Context: an optimization exercise on an open-source flow, tuned for small area, a short achievable clock period and few clock cycles per item. The choices shown serve that exercise and are no tape-out recipe.
At most, simulation tests tie the RTL to the original design; equivalence was not proved.

== oak ==
==> module sparse_int_array_store, before the edit <==
module sparse_int_array_store
#(
    parameter int ENTRIES = 16
) (
    input  logic        clk,
    input  logic        rst_n,
    input  logic        req_valid,
    output logic        req_ready,
    input  logic [2:0]  req_action,
    input  logic [31:0] req_index,
    input  logic [31:0] req_operand,
    output logic        rsp_valid,
    input  logic        rsp_ready,
    output logic [31:0] rsp_result_value,
    output logic        rsp_status
);
    localparam int N = ENTRIES;
    logic [N-1:0] used;
    logic [31:0]  tidx [N];
    logic [31:0]  tval [N];
    logic         ready_q;       
    logic         busy_q;        
    logic         v0;
    logic [2:0]   act0;
    logic [31:0]  idx0;
    logic [31:0]  opnd0;
    logic         v1;
    logic [31:0]  idx1;
    logic [31:0]  add1;
    logic [31:0]  old1;          
    logic         hit1;
    logic [N-1:0] match1;
    logic         same1;
    logic         store1;
    logic         resold1;
    logic         unused1;
    logic         lexists;
    logic [N-1:0] lslot;
    logic         hv, tv;
    logic [31:0]  hval, tval_q;
    logic         hst, tst;
    logic [N-1:0] match;
    logic [31:0]  oldm;
    logic         hitm;
    logic         samem;
    logic [31:0]  addm;
    always_comb
    begin
        for (int s = 0; s < N; s++)
            match[s] = used[s] && (tidx[s] == idx0);
        oldm = '0;
        for (int s = 0; s < N; s++)
            oldm = oldm | (tval[s] & {32{match[s]}});
        hitm  = |match;
        samem = v1 && (idx0 == idx1);
        case (act0)
            3'd1, 3'd2: addm = opnd0;
            3'd3, 3'd4: addm = 32'd1;
            default:    addm = 32'd0;
        endcase
    end
    logic [31:0]  sum;
    logic         zero;
    logic         nz;
    logic         hitc;
    logic [N-1:0] hslot;
    logic [N-1:0] fslot;
    logic         full;
    logic         failx;
    logic         fail;
    logic [N-1:0] slotc;
    logic [31:0]  res;
    logic         commit;
    logic         space1;
    logic         mv01;
    always_comb
    begin
        logic [31:0] g, p, gn, pn;
        g = old1 & add1;
        p = old1 ^ add1;
        for (int d = 1; d < 32; d = d * 2)
        begin
            gn = g;
            pn = p;
            for (int i = d; i < 32; i++)
            begin
                gn[i] = g[i] | (p[i] & g[i-d]);
                pn[i] = p[i] & p[i-d];
            end
            g = gn;
            p = pn;
        end
        sum = (old1 ^ add1) ^ {g[30:0], 1'b0};
    end
    always_comb
    begin
        logic [31:0] x, c;
        x = old1 ^ add1;
        c = {old1[30:0] | add1[30:0], 1'b0};
        zero = &(~(x ^ c));
    end
    assign nz = !zero;
    assign hitc  = same1 ? lexists : hit1;
    assign hslot = same1 ? lslot : match1;
    assign full  = &used;
    always_comb
    begin
        fslot = '0;
        for (int s = N - 1; s >= 0; s--)
            if (!used[s])
                fslot = N'(1) << s;
    end
    assign failx = store1 && !hitc && full;
    assign fail  = failx && nz;
    assign slotc = hitc ? hslot : fslot;
    assign res   = (unused1 || fail) ? 32'd0 : (resold1 ? old1 : sum);
    logic pop;
    logic v0_n, v1_n, hv_n, tv_n, ready_n;
    assign commit = v1 && !tv;
    assign space1 = !v1 || commit;
    assign mv01   = v0 && space1;
    assign pop    = hv && rsp_ready;
    always_comb
    begin
        v0_n = ready_q ? req_valid : v0;
        v1_n = mv01 || (v1 && !commit);
        if (tv)
        begin
            hv_n = 1'b1;
            tv_n = !pop;
        end
        else if (hv)
        begin
            hv_n = !pop || commit;
            tv_n = !pop && commit;
        end
        else
        begin
            hv_n = commit;
            tv_n = 1'b0;
        end
        ready_n = !v0_n || !v1_n || !tv_n;
    end
    always_ff @(posedge clk or negedge rst_n)
    begin
        if (!rst_n)
        begin
            ready_q <= 1'b1;
            busy_q  <= 1'b0;
            v0      <= 1'b0;
            v1      <= 1'b0;
            hv      <= 1'b0;
            tv      <= 1'b0;
            used    <= '0;
        end
        else
        begin
            ready_q <= ready_n;
            busy_q  <= !ready_n;
            v0      <= v0_n;
            v1      <= v1_n;
            hv      <= hv_n;
            tv      <= tv_n;
            for (int s = 0; s < N; s++)
                if (commit && store1 && slotc[s])
                    used[s] <= nz;
        end
    end
    always_ff @(posedge clk)
    begin
        if (ready_q)
        begin
            act0  <= req_action;
            idx0  <= req_index;
            opnd0 <= req_operand;
        end
        if (mv01)
        begin
            idx1    <= idx0;
            add1    <= addm;
            hit1    <= hitm;
            match1  <= match;
            same1   <= samem;
            store1  <= (act0 >= 3'd1) && (act0 <= 3'd4);
            resold1 <= (act0 == 3'd0) || (act0 == 3'd4);
            unused1 <= (act0 >= 3'd5);
            if (act0 == 3'd1)
                old1 <= 32'd0;
            else if (samem)
                old1 <= sum & {32{!failx}};
            else
                old1 <= oldm;
        end
        if (commit)
        begin
            lslot   <= slotc;
            lexists <= store1 ? (nz && !fail) : hitc;
        end
        for (int s = 0; s < N; s++)
        begin
            if (fslot[s])
                tidx[s] <= idx1;
            if (commit && store1 && slotc[s])
                tval[s] <= sum;
        end
        if (commit)
        begin
            tval_q <= res;
            tst    <= fail;
        end
        if (!hv || pop)
        begin
            if (tv)
            begin
                hval <= tval_q;
                hst  <= tst;
            end
            else
            begin
                hval <= res;
                hst  <= fail;
            end
        end
    end
    assign req_ready        = !busy_q;
    assign rsp_valid        = hv;
    assign rsp_result_value = hval;
    assign rsp_status       = hst;
endmodule
clock: 9.0 ns
lec_check: 0
cap_margin: 20
core_margin: 2
core_utilization: 40
slew_margin: 20
standard.sh (not shown) runs the stock make flow with config.mk's settings and CLKGATE_MAP_FILE= SYNTH_SCRIPT=/design/flow/synth_recipe.tcl, a recipe that flattens the netlist after the stock synthesis.
==> flow/flow/run.sh <==
#!/bin/bash
set -euo pipefail
MARGIN=$(cat flow/margin.txt)
bash standard.sh synth > synth.log 2>&1
bash standard.sh SETUP_SLACK_MARGIN="$MARGIN" finish > layout.log 2>&1
==> flow/flow/margin.txt <==
6.0
Changes in pine relative to oak:
--- a/flow/design.v
+++ b/flow/design.v
@@ -148,8 +148,11 @@
     logic [31:0]  idx0;
     logic [31:0]  opnd0;
+    logic [N-1:0] match0;
+    logic         near0;
     logic         v1;
     logic [31:0]  idx1;
-    logic [31:0]  add1;
-    logic [31:0]  old1;          
+    logic [31:0]  p1;            
+    logic [31:0]  g1;            
+    logic         postinc1;
     logic         hit1;
     logic [N-1:0] match1;
@@ -163,4 +166,12 @@
     logic [31:0]  hval, tval_q;
     logic         hst, tst;
+    logic [N-1:0] match_in;
+    logic         near_in;
+    always_comb
+    begin
+        for (int s = 0; s < N; s++)
+            match_in[s] = used[s] && (tidx[s] == req_index);
+        near_in = v1 && (req_index == idx1);
+    end
     logic [N-1:0] match;
     logic [31:0]  oldm;
@@ -168,8 +179,8 @@
     logic         samem;
     logic [31:0]  addm;
+    logic [31:0]  oldv;
     always_comb
     begin
-        for (int s = 0; s < N; s++)
-            match[s] = used[s] && (tidx[s] == idx0);
+        match = near0 ? (lslot & {N{lexists}}) : match0;
         oldm = '0;
         for (int s = 0; s < N; s++)
@@ -182,4 +193,10 @@
             default:    addm = 32'd0;
         endcase
+        if (act0 == 3'd1)
+            oldv = 32'd0;
+        else if (samem)
+            oldv = sum & {32{!failx}};
+        else
+            oldv = oldm;
     end
     logic [31:0]  sum;
@@ -200,6 +217,6 @@
     begin
         logic [31:0] g, p, gn, pn;
-        g = old1 & add1;
-        p = old1 ^ add1;
+        g = g1;
+        p = p1;
         for (int d = 1; d < 32; d = d * 2)
         begin
@@ -214,11 +231,11 @@
             p = pn;
         end
-        sum = (old1 ^ add1) ^ {g[30:0], 1'b0};
+        sum = p1 ^ {g[30:0], 1'b0};
     end
     always_comb
     begin
         logic [31:0] x, c;
-        x = old1 ^ add1;
-        c = {old1[30:0] | add1[30:0], 1'b0};
+        x = p1;
+        c = {p1[30:0] | g1[30:0], 1'b0};
         zero = &(~(x ^ c));
     end
@@ -237,5 +254,5 @@
     assign fail  = failx && nz;
     assign slotc = hitc ? hslot : fslot;
-    assign res   = (unused1 || fail) ? 32'd0 : (resold1 ? old1 : sum);
+    assign res   = (unused1 || fail) ? 32'd0 : (resold1 ? (p1 ^ {31'd0, postinc1}) : sum);
     logic pop;
     logic v0_n, v1_n, hv_n, tv_n, ready_n;
@@ -297,9 +314,10 @@
             idx0  <= req_index;
             opnd0 <= req_operand;
+            match0 <= match_in;
+            near0 <= near_in;
         end
         if (mv01)
         begin
             idx1    <= idx0;
-            add1    <= addm;
             hit1    <= hitm;
             match1  <= match;
@@ -307,11 +325,8 @@
             store1  <= (act0 >= 3'd1) && (act0 <= 3'd4);
             resold1 <= (act0 == 3'd0) || (act0 == 3'd4);
+            postinc1 <= (act0 == 3'd4);
+            p1      <= oldv ^ addm;
+            g1      <= oldv & addm;
             unused1 <= (act0 >= 3'd5);
-            if (act0 == 3'd1)
-                old1 <= 32'd0;
-            else if (samem)
-                old1 <= sum & {32{!failx}};
-            else
-                old1 <= oldm;
         end
         if (commit)
--- outcome ---
Looking at TritonCTS sink count, pine sits above oak.
Lower minimum setup slack in the final design goes to oak over pine.
pine completed; timing, DRC and antenna clean
Comparing oak and pine, the lower number of fillers in the final layout was measured on oak.
Compared pine against oak; post-synthesis async set-or-reset flop share within noise.
As of pine, via count of the first global-routing pass had risen by a few percent compared to oak.
Per the comparison of pine with oak, wire length shows an increase of about 4.4%, synthesized cell count shows an increase of 170.
Function was not checked in any run of this note: the RTL went through the layout flow alone.

---

sparse_int_array_store with an RTL version that a note above also has.
Size in the first run: about 3500 cells after synthesis, ~1300 flip-flops, roughly 110 I/O pins, ~0.055 mm² of cells after synthesis.
Design sparse_int_array_store, start of the top module:
module sparse_int_array_store
#(
    parameter int ENTRIES = 16
) (
    input  logic        clk,
    input  logic        rst_n,
    input  logic        req_valid,
    output logic        req_ready,
    input  logic [2:0]  req_action,
    input  logic [31:0] req_index,
    input  logic [31:0] req_operand,
    output logic        rsp_valid,
    input  logic        rsp_ready,
    output logic [31:0] rsp_result_value,
    output logic        rsp_status
);
==> module sparse_int_array_store, before the edit <==
module sparse_int_array_store
#(
    parameter int ENTRIES = 16
) (
    input  logic        clk,
    input  logic        rst_n,
    input  logic        req_valid,
    output logic        req_ready,
    input  logic [2:0]  req_action,
    input  logic [31:0] req_index,
    input  logic [31:0] req_operand,
    output logic        rsp_valid,
    input  logic        rsp_ready,
    output logic [31:0] rsp_result_value,
    output logic        rsp_status
);
    localparam int N = ENTRIES;
    logic [N-1:0] used;
    logic [31:0]  tidx [N];
    logic [31:0]  tval [N];
    logic         ready_q;       
    logic         busy_q;        
    logic         v0;
    logic [2:0]   act0;
    logic [31:0]  idx0;
    logic [31:0]  opnd0;
    logic [N-1:0] match0;
    logic         near0;
    logic         v1;
    logic [31:0]  idx1;
    logic [31:0]  p1;            
    logic [31:0]  g1;            
    logic         postinc1;
    logic         hit1;
    logic [N-1:0] match1;
    logic         same1;
    logic         store1;
    logic         resold1;
    logic         unused1;
    logic         lexists;
    logic [N-1:0] lslot;
    logic         hv, tv;
    logic [31:0]  hval, tval_q;
    logic         hst, tst;
    logic [N-1:0] match_in;
    logic         near_in;
    always_comb
    begin
        for (int s = 0; s < N; s++)
            match_in[s] = used[s] && (tidx[s] == req_index);
        near_in = v1 && (req_index == idx1);
    end
    logic [N-1:0] match;
    logic [31:0]  oldm;
    logic         hitm;
    logic         samem;
    logic [31:0]  addm;
    logic [31:0]  oldv;
    always_comb
    begin
        match = near0 ? (lslot & {N{lexists}}) : match0;
        oldm = '0;
        for (int s = 0; s < N; s++)
            oldm = oldm | (tval[s] & {32{match[s]}});
        hitm  = |match;
        samem = v1 && (idx0 == idx1);
        case (act0)
            3'd1, 3'd2: addm = opnd0;
            3'd3, 3'd4: addm = 32'd1;
            default:    addm = 32'd0;
        endcase
        if (act0 == 3'd1)
            oldv = 32'd0;
        else if (samem)
            oldv = sum & {32{!failx}};
        else
            oldv = oldm;
    end
    logic [31:0]  sum;
    logic         zero;
    logic         nz;
    logic         hitc;
    logic [N-1:0] hslot;
    logic [N-1:0] fslot;
    logic         full;
    logic         failx;
    logic         fail;
    logic [N-1:0] slotc;
    logic [31:0]  res;
    logic         commit;
    logic         space1;
    logic         mv01;
    always_comb
    begin
        logic [31:0] g, p, gn, pn;
        g = g1;
        p = p1;
        for (int d = 1; d < 32; d = d * 2)
        begin
            gn = g;
            pn = p;
            for (int i = d; i < 32; i++)
            begin
                gn[i] = g[i] | (p[i] & g[i-d]);
                pn[i] = p[i] & p[i-d];
            end
            g = gn;
            p = pn;
        end
        sum = p1 ^ {g[30:0], 1'b0};
    end
    always_comb
    begin
        logic [31:0] x, c;
        x = p1;
        c = {p1[30:0] | g1[30:0], 1'b0};
        zero = &(~(x ^ c));
    end
    assign nz = !zero;
    assign hitc  = same1 ? lexists : hit1;
    assign hslot = same1 ? lslot : match1;
    assign full  = &used;
    always_comb
    begin
        fslot = '0;
        for (int s = N - 1; s >= 0; s--)
            if (!used[s])
                fslot = N'(1) << s;
    end
    assign failx = store1 && !hitc && full;
    assign fail  = failx && nz;
    assign slotc = hitc ? hslot : fslot;
    assign res   = (unused1 || fail) ? 32'd0 : (resold1 ? (p1 ^ {31'd0, postinc1}) : sum);
    logic pop;
    logic v0_n, v1_n, hv_n, tv_n, ready_n;
    assign commit = v1 && !tv;
    assign space1 = !v1 || commit;
    assign mv01   = v0 && space1;
    assign pop    = hv && rsp_ready;
    always_comb
    begin
        v0_n = ready_q ? req_valid : v0;
        v1_n = mv01 || (v1 && !commit);
        if (tv)
        begin
            hv_n = 1'b1;
            tv_n = !pop;
        end
        else if (hv)
        begin
            hv_n = !pop || commit;
            tv_n = !pop && commit;
        end
        else
        begin
            hv_n = commit;
            tv_n = 1'b0;
        end
        ready_n = !v0_n || !v1_n || !tv_n;
    end
    always_ff @(posedge clk or negedge rst_n)
    begin
        if (!rst_n)
        begin
            ready_q <= 1'b1;
            busy_q  <= 1'b0;
            v0      <= 1'b0;
            v1      <= 1'b0;
            hv      <= 1'b0;
            tv      <= 1'b0;
            used    <= '0;
        end
        else
        begin
            ready_q <= ready_n;
            busy_q  <= !ready_n;
            v0      <= v0_n;
            v1      <= v1_n;
            hv      <= hv_n;
            tv      <= tv_n;
            for (int s = 0; s < N; s++)
                if (commit && store1 && slotc[s])
                    used[s] <= nz;
        end
    end
    always_ff @(posedge clk)
    begin
        if (ready_q)
        begin
            act0  <= req_action;
            idx0  <= req_index;
            opnd0 <= req_operand;
            match0 <= match_in;
            near0 <= near_in;
        end
        if (mv01)
        begin
            idx1    <= idx0;
            hit1    <= hitm;
            match1  <= match;
            same1   <= samem;
            store1  <= (act0 >= 3'd1) && (act0 <= 3'd4);
            resold1 <= (act0 == 3'd0) || (act0 == 3'd4);
            postinc1 <= (act0 == 3'd4);
            p1      <= oldv ^ addm;
            g1      <= oldv & addm;
            unused1 <= (act0 >= 3'd5);
        end
        if (commit)
        begin
            lslot   <= slotc;
            lexists <= store1 ? (nz && !fail) : hitc;
        end
        for (int s = 0; s < N; s++)
        begin
            if (fslot[s])
                tidx[s] <= idx1;
            if (commit && store1 && slotc[s])
                tval[s] <= sum;
        end
        if (commit)
        begin
            tval_q <= res;
            tst    <= fail;
        end
        if (!hv || pop)
        begin
            if (tv)
            begin
                hval <= tval_q;
                hst  <= tst;
            end
            else
            begin
                hval <= res;
                hst  <= fail;
            end
        end
    end
    assign req_ready        = !busy_q;
    assign rsp_valid        = hv;
    assign rsp_result_value = hval;
    assign rsp_status       = hst;
endmodule
==> flow/config.mk <==
export PLATFORM = sky130hd
export DESIGN_NAME = sparse_int_array_store
export DESIGN_NICKNAME = sparse_int_array_store
export VERILOG_FILES = /design/flow/design.v
export SDC_FILE = /design/flow/constraint.sdc
export NUM_CORES = 4
export LEC_CHECK = 0
export CAP_MARGIN = 20
export CORE_MARGIN = 2
export CORE_UTILIZATION = 40
export CTS_CLUSTER_DIAMETER = 80
export CTS_CLUSTER_SIZE = 24
export SLEW_MARGIN = 20
==> flow/constraint.sdc <==
create_clock -name core_clock -period 9.0 [get_ports {clk}]
set_input_delay 1.8000 -clock core_clock [delete_from_list [all_inputs] [get_ports {clk}]]
set_output_delay 1.8000 -clock core_clock [all_outputs]
set_load 0.01 [all_outputs]
Scripts as last shown in full above: flow/flow/run.sh, flow/flow/margin.txt
Next try:
--- a/flow/design.v
+++ b/flow/design.v
@@ -146,12 +146,13 @@
     logic         v0;
     logic [2:0]   act0;
     logic [31:0]  idx0;
     logic [31:0]  opnd0;
     logic [N-1:0] match0;
     logic         near0;
+    logic         same0;
     logic         v1;
     logic [31:0]  idx1;
     logic [31:0]  p1;            
     logic [31:0]  g1;            
     logic         postinc1;
     logic         hit1;
@@ -159,46 +160,52 @@
     logic         same1;
     logic         store1;
     logic         resold1;
     logic         unused1;
     logic         lexists;
     logic [N-1:0] lslot;
+    logic [31:0]  lval;          
+    logic         lwe;           
     logic         hv, tv;
     logic [31:0]  hval, tval_q;
     logic         hst, tst;
     logic [N-1:0] match_in;
     logic         near_in;
+    logic         same_in;
     always_comb
     begin
         for (int s = 0; s < N; s++)
             match_in[s] = used[s] && (tidx[s] == req_index);
         near_in = v1 && (req_index == idx1);
+        same_in = v0 ? (req_index == idx0) : (v1 && !commit && (req_index == idx1));
     end
     logic [N-1:0] match;
     logic [31:0]  oldm;
     logic         hitm;
     logic         samem;
     logic [31:0]  addm;
     logic [31:0]  oldv;
     always_comb
     begin
-        match = near0 ? (lslot & {N{lexists}}) : match0;
+        match = (match0 & used) | (lslot & {N{lexists && near0}});
         oldm = '0;
         for (int s = 0; s < N; s++)
-            oldm = oldm | (tval[s] & {32{match[s]}});
+            oldm = oldm | (tval[s] & {32{match0[s]}});
         hitm  = |match;
-        samem = v1 && (idx0 == idx1);
+        samem = same0;
         case (act0)
             3'd1, 3'd2: addm = opnd0;
             3'd3, 3'd4: addm = 32'd1;
             default:    addm = 32'd0;
         endcase
         if (act0 == 3'd1)
             oldv = 32'd0;
         else if (samem)
             oldv = sum & {32{!failx}};
+        else if (near0)
+            oldv = lval;
         else
             oldv = oldm;
     end
     logic [31:0]  sum;
     logic         zero;
     logic         nz;
@@ -289,21 +296,24 @@
             busy_q  <= 1'b0;
             v0      <= 1'b0;
             v1      <= 1'b0;
             hv      <= 1'b0;
             tv      <= 1'b0;
             used    <= '0;
+            lwe     <= 1'b0;
         end
         else
         begin
             ready_q <= ready_n;
             busy_q  <= !ready_n;
             v0      <= v0_n;
             v1      <= v1_n;
             hv      <= hv_n;
             tv      <= tv_n;
+            if (commit)
+                lwe <= 1'b1;
             for (int s = 0; s < N; s++)
                 if (commit && store1 && slotc[s])
                     used[s] <= nz;
         end
     end
     always_ff @(posedge clk)
@@ -312,12 +322,13 @@
         begin
             act0  <= req_action;
             idx0  <= req_index;
             opnd0 <= req_operand;
             match0 <= match_in;
             near0 <= near_in;
+            same0 <= same_in;
         end
         if (mv01)
         begin
             idx1    <= idx0;
             hit1    <= hitm;
             match1  <= match;
@@ -329,20 +340,21 @@
             g1      <= oldv & addm;
             unused1 <= (act0 >= 3'd5);
         end
         if (commit)
         begin
             lslot   <= slotc;
+            lval    <= sum & {32{!failx}};
             lexists <= store1 ? (nz && !fail) : hitc;
         end
         for (int s = 0; s < N; s++)
         begin
             if (fslot[s])
                 tidx[s] <= idx1;
-            if (commit && store1 && slotc[s])
-                tval[s] <= sum;
+            if (lwe && lslot[s])
+                tval[s] <= lval;
         end
         if (commit)
         begin
             tval_q <= res;
             tst    <= fail;
         end
Maximum frequency is higher by 11%.
Utilization is lower by 1.4 points.
Routed wire length decreases by 2.8%.
Cell area fell by 1.4%.
Via count decreases by 1.3%.
Testbench counts after the change, summed over its fixed seeds: cycles 8,024, items 8,000.
For the first run of this note, only the layout was checked, not whether the RTL still works.

separate check: timing with driven ports:
The results above use ideal ports. As a check the final layouts listed here were re-extracted and re-timed, cells and wires unchanged. Step 1 sets driving cells, clkbuf_16 on the clock port and buf_2 on the other inputs (assumed; they add their load-dependent delay and slew). Step 2 times the ports against the registers' clock, not the clock port: input delays grow and output delays shrink by t, the midpoint of the rising clock arrivals with the driver on. a / b / c = ideal / step 1 / step 2; a / b = the first two.
run	shift t [ns]	slack for setup (ns)	worst setup path at the end	clock arrival spread, ns	pins driven straight from the clock port
oak	0.849	5.682 / 5.682 / 5.590	input to register	0.035 / 0.035	1
pine	0.829	5.699 / 5.699 / 5.101	input to register	0.040 / 0.040	1
the first run of note 2	0.746	5.599 / 5.599 / 5.213	input to register	0.052 / 0.052	1
the second run of note 2	0.771	5.945 / 5.872 / 5.206	input to register	0.044 / 0.044	1
After both steps setup and hold are still met in every run listed. For the second run of note 2, which loses most, drivers alone change the setup slack by -0.073 ns; drivers and shift together by -0.739 ns.
